Context: an optimization exercise on an open-source flow, tuned for small area and a short achievable clock period. The choices shown serve that exercise and are no tape-out recipe.
In this exercise RTL edits were held to simulation tests only and were not proved equivalent to the original.
Power is estimated from default activity; no workload was simulated.

job 3046:
## spi_ram_ctrl
module spi_ram_ctrl #(
    parameter int MEM_DEPTH = 256,
    parameter int ADDR_SIZE = 8,
    parameter int TX_HOLD   = spi_ram_pkg::TX_HOLD_DEFAULT
) (
    input  logic       clk,
    input  logic       rst_n,
    input  logic [9:0] din,
    input  logic       rx_valid,
    output logic [7:0] dout,
    output logic       tx_valid
);
==> flow/config.mk <==
export PLATFORM = sky130hd
export DESIGN_NAME = spi_ram_ctrl
export DESIGN_NICKNAME = spi_ram_ctrl
export VERILOG_FILES = /design/flow/design.v
export SDC_FILE = /design/flow/constraint.sdc
export NUM_CORES = 4
export LEC_CHECK = 0
export CAP_MARGIN = 20
export CORE_MARGIN = 2
export CORE_UTILIZATION = 75
export CTS_CLUSTER_DIAMETER = 80
export CTS_CLUSTER_SIZE = 24
export SETUP_SLACK_MARGIN = 2.35
export SLEW_MARGIN = 20
export SYNTH_HIERARCHICAL = 1
==> flow/constraint.sdc <==
create_clock -name core_clock -period 4.5 [get_ports {clk}]
set_input_delay 0.9000 -clock core_clock [delete_from_list [all_inputs] [get_ports {clk}]]
set_output_delay 0.9000 -clock core_clock [all_outputs]
set_load 0.01 [all_outputs]
standard.sh (not shown) runs the stock make flow with config.mk's settings and CLKGATE_MAP_FILE= SYNTH_SCRIPT=/design/flow/synth_recipe.tcl, a recipe that flattens the netlist after the stock synthesis.
==> flow/flow/run.sh <==
#!/bin/bash
# Standard layout with two changes:
#  - after synthesis, size_cells.py resizes some combinational cells by the
#    net they drive (read-mux AOIs to strength 1, write-enable NOR2s to 2,
#    write row/column drivers to 4); registers are left exactly as
#    synthesized;
#  - the port buffers are plain buf_4 cells instead of the delay buffers
#    buffer_ports picks on its own.
set -euo pipefail
NET=$PWD/orfs/results/sky130hd/spi_ram_ctrl/base/1_2_yosys.v
bash standard.sh "$NET" > synth.log 2>&1
cp "$NET" 1_2_yosys.orig.v
python3 flow/size_cells.py "$NET" > size_cells.log 2>&1
bash standard.sh "BUFFER_PORTS_ARGS=-buffer_cell sky130_fd_sc_hd__buf_4" finish > layout.log 2>&1
==> flow/flow/size_cells.py <==
#!/usr/bin/env python3
"""Resize combinational cells in the synthesized netlist by the net they drive.

usage: size_cells.py NETLIST

- read-mux AOI cells mapped at drive strength 2 go back to strength 1;
- the byte write-enable NOR2s (each drives 8 flip-flop enables) go to
  strength 2, and the write row/column lines that drive 16 of them go to
  strength 4.
Registers are not touched.
"""
import re
import sys

path = sys.argv[1]
text = open(path).read()

rules = [
    (r'u_core\.g_wen\[\d+\]\.u_en\.y', 'nor2', '2'),
    (r'u_core\.g_wdec\[\d+\]\.u_hi\.y', 'nand2', '4'),
    (r'u_core\.g_wdec\[\d+\]\.u_lo\.y', 'inv', '4'),
]

cell_re = re.compile(r'(  sky130_fd_sc_hd__)(\w+?)_(\d+)( \S+ \((?:[^;])*?\);)', re.S)
count = {}


def fix(m):
    base, strength, body = m.group(2), m.group(3), m.group(4)
    if base == 'a22oi' and strength == '2':
        count['a22oi'] = count.get('a22oi', 0) + 1
        return m.group(1) + 'a22oi_1' + body
    out = re.search(r'\.Y\(\\?(\S+) \)', body)
    if out:
        for pat, want_base, want in rules:
            if base == want_base and re.fullmatch(pat, out.group(1)):
                count[pat] = count.get(pat, 0) + 1
                return m.group(1) + base + '_' + want + body
    return m.group(0)


text = cell_re.sub(fix, text)
open(path, 'w').write(text)
for k, v in count.items():
    print(f'{v:5d} {k}')
Inputs modified between job 3046 and job 554:
diff --git a/flow/flow/run.sh b/flow/flow/run.sh
--- a/flow/flow/run.sh
+++ b/flow/flow/run.sh
@@ -3,4 +3,3 @@
-#  - after synthesis, size_cells.py resizes some combinational cells by the
-#    net they drive (read-mux AOIs to strength 1, write-enable NOR2s to 2,
-#    write row/column drivers to 4); registers are left exactly as
-#    synthesized;
+#  - after synthesis, the read-mux AOI cells that ABC maps at drive
+#    strength 2 are put back to drive strength 1 (the resizer upsizes any
+#    that timing needs); registers are left exactly as synthesized;
@@ -13 +12 @@
-python3 flow/size_cells.py "$NET" > size_cells.log 2>&1
+sed -i 's/\bsky130_fd_sc_hd__a22oi_2\b/sky130_fd_sc_hd__a22oi_1/g' "$NET"
diff --git a/flow/config.mk b/flow/config.mk
--- a/flow/config.mk
+++ b/flow/config.mk
@@ -10 +10 @@
-export CORE_UTILIZATION = 75
+export CORE_UTILIZATION = 60
@@ -12,2 +12,2 @@
-export CTS_CLUSTER_SIZE = 24
-export SETUP_SLACK_MARGIN = 2.35
+export CTS_CLUSTER_SIZE = 20
+export SETUP_SLACK_MARGIN = 2.45
removed: flow/flow/size_cells.py
==> results.txt <==
Job 554 finished all stages; the layout is clean.
Job 554 vs. job 3046: global-route usage has decreased, clock edge transition at the registers on the reported setup and hold paths flat.
When job 554 is measured against job 3046, its met1 capacity usage during global routing turns out 3.1 points lower.
Modified inputs, job 8297 compared to job 554
diff --git a/flow/config.mk b/flow/config.mk
--- a/flow/config.mk
+++ b/flow/config.mk
@@ -13 +13 @@
-export SETUP_SLACK_MARGIN = 2.45
+export SETUP_SLACK_MARGIN = 2.2
### Flow results
Max logic depth of the worst setup path including buffers across job 8297 and job 554: job 8297. Standard cell with the maximum stage delay on the critical path: nor2_1 -> job 8297, nor2_2 -> job 554. Compared with job 554, job 8297 shows a number of buffers added for setup after CTS that is 33 lower. Post-layout utilization of the core: job 8297 and job 554 compared, lower one is job 8297. ~same number of setup violations in the final report in job 8297 and job 554. On number of gates given a new drive strength after cts: between job 8297 and job 554, it ends up higher for job 554. Job 554 reports its start point of the critical path as wr_hi[5] while job 8297 reports wr_pend. For job 8297, the uppermost layer routed was met5, unlike job 554, where it was met4.
For job 6862, these inputs were changed with respect to job 8297:
diff --git a/flow/flow/run.sh b/flow/flow/run.sh
--- a/flow/flow/run.sh
+++ b/flow/flow/run.sh
@@ -3,3 +3,4 @@
-#  - after synthesis, the read-mux AOI cells that ABC maps at drive
-#    strength 2 are put back to drive strength 1 (the resizer upsizes any
-#    that timing needs); registers are left exactly as synthesized;
+#  - after synthesis, size_cells.py resizes some combinational cells by the
+#    net they drive (read-mux AOIs to strength 1, write-enable NOR2s to 2,
+#    write row/column drivers to 4); registers are left exactly as
+#    synthesized;
@@ -12 +13 @@
-sed -i 's/\bsky130_fd_sc_hd__a22oi_2\b/sky130_fd_sc_hd__a22oi_1/g' "$NET"
+python3 flow/size_cells.py "$NET" > size_cells.log 2>&1
==> flow/flow/size_cells.py (new file) <==
#!/usr/bin/env python3
"""Resize combinational cells in the synthesized netlist by the net they drive.

usage: size_cells.py NETLIST

- read-mux AOI cells mapped at drive strength 2 go back to strength 1;
- the byte write-enable NOR2s (each drives 8 flip-flop enables) go to
  strength 2, and the write row/column lines that drive 16 of them go to
  strength 4.
Registers are not touched.
"""
import re
import sys

path = sys.argv[1]
text = open(path).read()

rules = [
    (r'u_core\.g_wen\[\d+\]\.u_en\.y', 'nor2', '2'),
    (r'u_core\.g_wdec\[\d+\]\.u_hi\.y', 'nand2', '4'),
    (r'u_core\.g_wdec\[\d+\]\.u_lo\.y', 'inv', '4'),
]

cell_re = re.compile(r'(  sky130_fd_sc_hd__)(\w+?)_(\d+)( \S+ \((?:[^;])*?\);)', re.S)
count = {}


def fix(m):
    base, strength, body = m.group(2), m.group(3), m.group(4)
    if base == 'a22oi' and strength == '2':
        count['a22oi'] = count.get('a22oi', 0) + 1
        return m.group(1) + 'a22oi_1' + body
    out = re.search(r'\.Y\(\\?(\S+) \)', body)
    if out:
        for pat, want_base, want in rules:
            if base == want_base and re.fullmatch(pat, out.group(1)):
                count[pat] = count.get(pat, 0) + 1
                return m.group(1) + base + '_' + want + body
    return m.group(0)


text = cell_re.sub(fix, text)
open(path, 'w').write(text)
for k, v in count.items():
    print(f'{v:5d} {k}')
diff --git a/flow/config.mk b/flow/config.mk
--- a/flow/config.mk
+++ b/flow/config.mk
@@ -10 +10 @@
-export CORE_UTILIZATION = 60
+export CORE_UTILIZATION = 70
@@ -12,2 +12,2 @@
-export CTS_CLUSTER_SIZE = 20
-export SETUP_SLACK_MARGIN = 2.2
+export CTS_CLUSTER_SIZE = 28
+export SETUP_SLACK_MARGIN = 2.35
==> comparison <==
Compare job 6862 and job 8297 | post-synthesis to final-layout area growth higher: job 8297. Diff job 8297 -> job 6862: final design instance area without fill -0.46%; total number of vias ~0 delta; floorplan die height -about 7%; critical path depth +1. Job 6862: full flow OK, the timing, design-rule and antenna checks passed. Taking job 8297 as the reference, in job 6862 cell row count lower; netlist area before placement moved up; worst setup timing slack at the placement stage has decreased; routed length on met1 now sits lower; die outline area fell by about 13%.
--- input diff job 6862..job 6774 ---
diff --git a/flow/flow/run.sh b/flow/flow/run.sh
--- a/flow/flow/run.sh
+++ b/flow/flow/run.sh
@@ -3,4 +3,3 @@
-#  - after synthesis, size_cells.py resizes some combinational cells by the
-#    net they drive (read-mux AOIs to strength 1, write-enable NOR2s to 2,
-#    write row/column drivers to 4); registers are left exactly as
-#    synthesized;
+#  - after synthesis, the read-mux AOI cells that ABC maps at drive
+#    strength 2 are put back to drive strength 1 (the resizer upsizes any
+#    that timing needs); registers are left exactly as synthesized;
@@ -13 +12 @@
-python3 flow/size_cells.py "$NET" > size_cells.log 2>&1
+sed -i 's/\bsky130_fd_sc_hd__a22oi_2\b/sky130_fd_sc_hd__a22oi_1/g' "$NET"
diff --git a/flow/config.mk b/flow/config.mk
--- a/flow/config.mk
+++ b/flow/config.mk
@@ -10 +10 @@
-export CORE_UTILIZATION = 70
+export CORE_UTILIZATION = 60
@@ -12 +12 @@
-export CTS_CLUSTER_SIZE = 28
+export CTS_CLUSTER_SIZE = 20
removed: flow/flow/size_cells.py
Results
The chip width of job 6774 exceeds that of job 6862 by about 7%. Side by side, routed wire length turned out higher in job 6774 than in job 6862. Sort job 6774 and job 6862 by clock network area share, ascending, and job 6862 comes first. Compared with job 6862, in job 6774 delay contributed by the slowest stage of the critical path climbed 140 ps; post-layout instance count excluding filler cells now sits higher; internal power component increased by about 5% relative to the old numbers; power after layout now larger; number of well-tap cells placed now sits higher. Time the worst path needs with I/O delays and setup | job 6774 above job 6862. Going from job 6862 to job 6774, combinational power grew by a little under 10%.
The following lists how job 744 was set up differently from job 6774:
diff --git a/flow/flow/run.sh b/flow/flow/run.sh
--- a/flow/flow/run.sh
+++ b/flow/flow/run.sh
@@ -3,3 +3,4 @@
-#  - after synthesis, the read-mux AOI cells that ABC maps at drive
-#    strength 2 are put back to drive strength 1 (the resizer upsizes any
-#    that timing needs); registers are left exactly as synthesized;
+#  - after synthesis, size_cells.py resizes some combinational cells by the
+#    net they drive (read-mux AOIs to strength 1, write-enable NOR2s to 2,
+#    write row/column drivers to 4); registers are left exactly as
+#    synthesized;
@@ -12 +13 @@
-sed -i 's/\bsky130_fd_sc_hd__a22oi_2\b/sky130_fd_sc_hd__a22oi_1/g' "$NET"
+python3 flow/size_cells.py "$NET" > size_cells.log 2>&1
==> flow/flow/size_cells.py (new file) <==
#!/usr/bin/env python3
"""Resize combinational cells in the synthesized netlist by the net they drive.

usage: size_cells.py NETLIST

- read-mux AOI cells mapped at drive strength 2 go back to strength 1;
- the byte write-enable NOR2s (each drives 8 flip-flop enables) go to
  strength 2, and the write row/column lines that drive 16 of them go to
  strength 4.
Registers are not touched.
"""
import re
import sys

path = sys.argv[1]
text = open(path).read()

rules = [
    (r'u_core\.g_wen\[\d+\]\.u_en\.y', 'nor2', '2'),
    (r'u_core\.g_wdec\[\d+\]\.u_hi\.y', 'nand2', '4'),
    (r'u_core\.g_wdec\[\d+\]\.u_lo\.y', 'inv', '4'),
]

cell_re = re.compile(r'(  sky130_fd_sc_hd__)(\w+?)_(\d+)( \S+ \((?:[^;])*?\);)', re.S)
count = {}


def fix(m):
    base, strength, body = m.group(2), m.group(3), m.group(4)
    if base == 'a22oi' and strength == '2':
        count['a22oi'] = count.get('a22oi', 0) + 1
        return m.group(1) + 'a22oi_1' + body
    out = re.search(r'\.Y\(\\?(\S+) \)', body)
    if out:
        for pat, want_base, want in rules:
            if base == want_base and re.fullmatch(pat, out.group(1)):
                count[pat] = count.get(pat, 0) + 1
                return m.group(1) + base + '_' + want + body
    return m.group(0)


text = cell_re.sub(fix, text)
open(path, 'w').write(text)
for k, v in count.items():
    print(f'{v:5d} {k}')
diff --git a/flow/config.mk b/flow/config.mk
--- a/flow/config.mk
+++ b/flow/config.mk
@@ -10 +10 @@
-export CORE_UTILIZATION = 60
+export CORE_UTILIZATION = 70
Notes after the runs:
Job 744 vs. job 6774: horizontal die dimension went down by 25 µm. Going from job 6774 to job 744, the worst slew slack as a fraction of its limit was found to have gone down by 4.6 points. When job 744 is measured against job 6774, its HPWL after detailed placement turns out 14000 µm lower. Comparing job 744 and job 6774, the lower area after synthesis is on job 6774. Job 6774 → job 744: sequential fraction of total cell area went up 0.61 points, final area went down 0.78%. Between job 744 and job 6774, the required time reported for the critical path endpoint is lower for job 6774. Going from job 6774 to job 744, arrival time at the worst endpoint has increased, overall fraction of global-route tracks in use has increased. Job 744 can be clocked faster than job 6774.

-- re-timing with driven ports --
In the flow no input, the clock included, has a driving cell. The finished layouts below were timed again as built, in two steps.
Step 1: set_driving_cell puts a clkbuf_16 on clk and a buf_2 on each other input, an assumption about the parent block.
Step 2 moves the port delays by t, midway between the first and last clock arrival at a register: inputs arrive t later, outputs are due t later. That takes back most of the time a late clock gives input paths.
Slacks: ideal / step 1 / step 2; pairs: ideal / step 1.
run	t (ns)	setup slack, ns	worst setup path after step 2	latest minus earliest clock arrival (ns)	slew at the worst register clock pin (ns)
job 3046	0.794	2.294 / 2.284 / 1.735	input to register	0.025 / 0.025	0.10 / 0.10
job 554	0.826	2.262 / 2.262 / 1.677	input to register	0.034 / 0.034	0.09 / 0.09
job 8297	0.832	2.126 / 2.126 / 1.685	input to register	0.035 / 0.034	0.10 / 0.10
job 6862	0.786	2.350 / 2.286 / 1.734	input to register	0.038 / 0.038	0.11 / 0.11
job 6774	0.827	2.285 / 2.240 / 1.750	input to register	0.035 / 0.035	0.09 / 0.09
job 744	0.815	2.310 / 2.255 / 1.583	input to register	0.036 / 0.036	0.09 / 0.09
After both steps setup and hold are still met in every run listed. For job 744, which loses most, drivers alone change the setup slack by -0.055 ns; drivers and shift together by -0.727 ns.
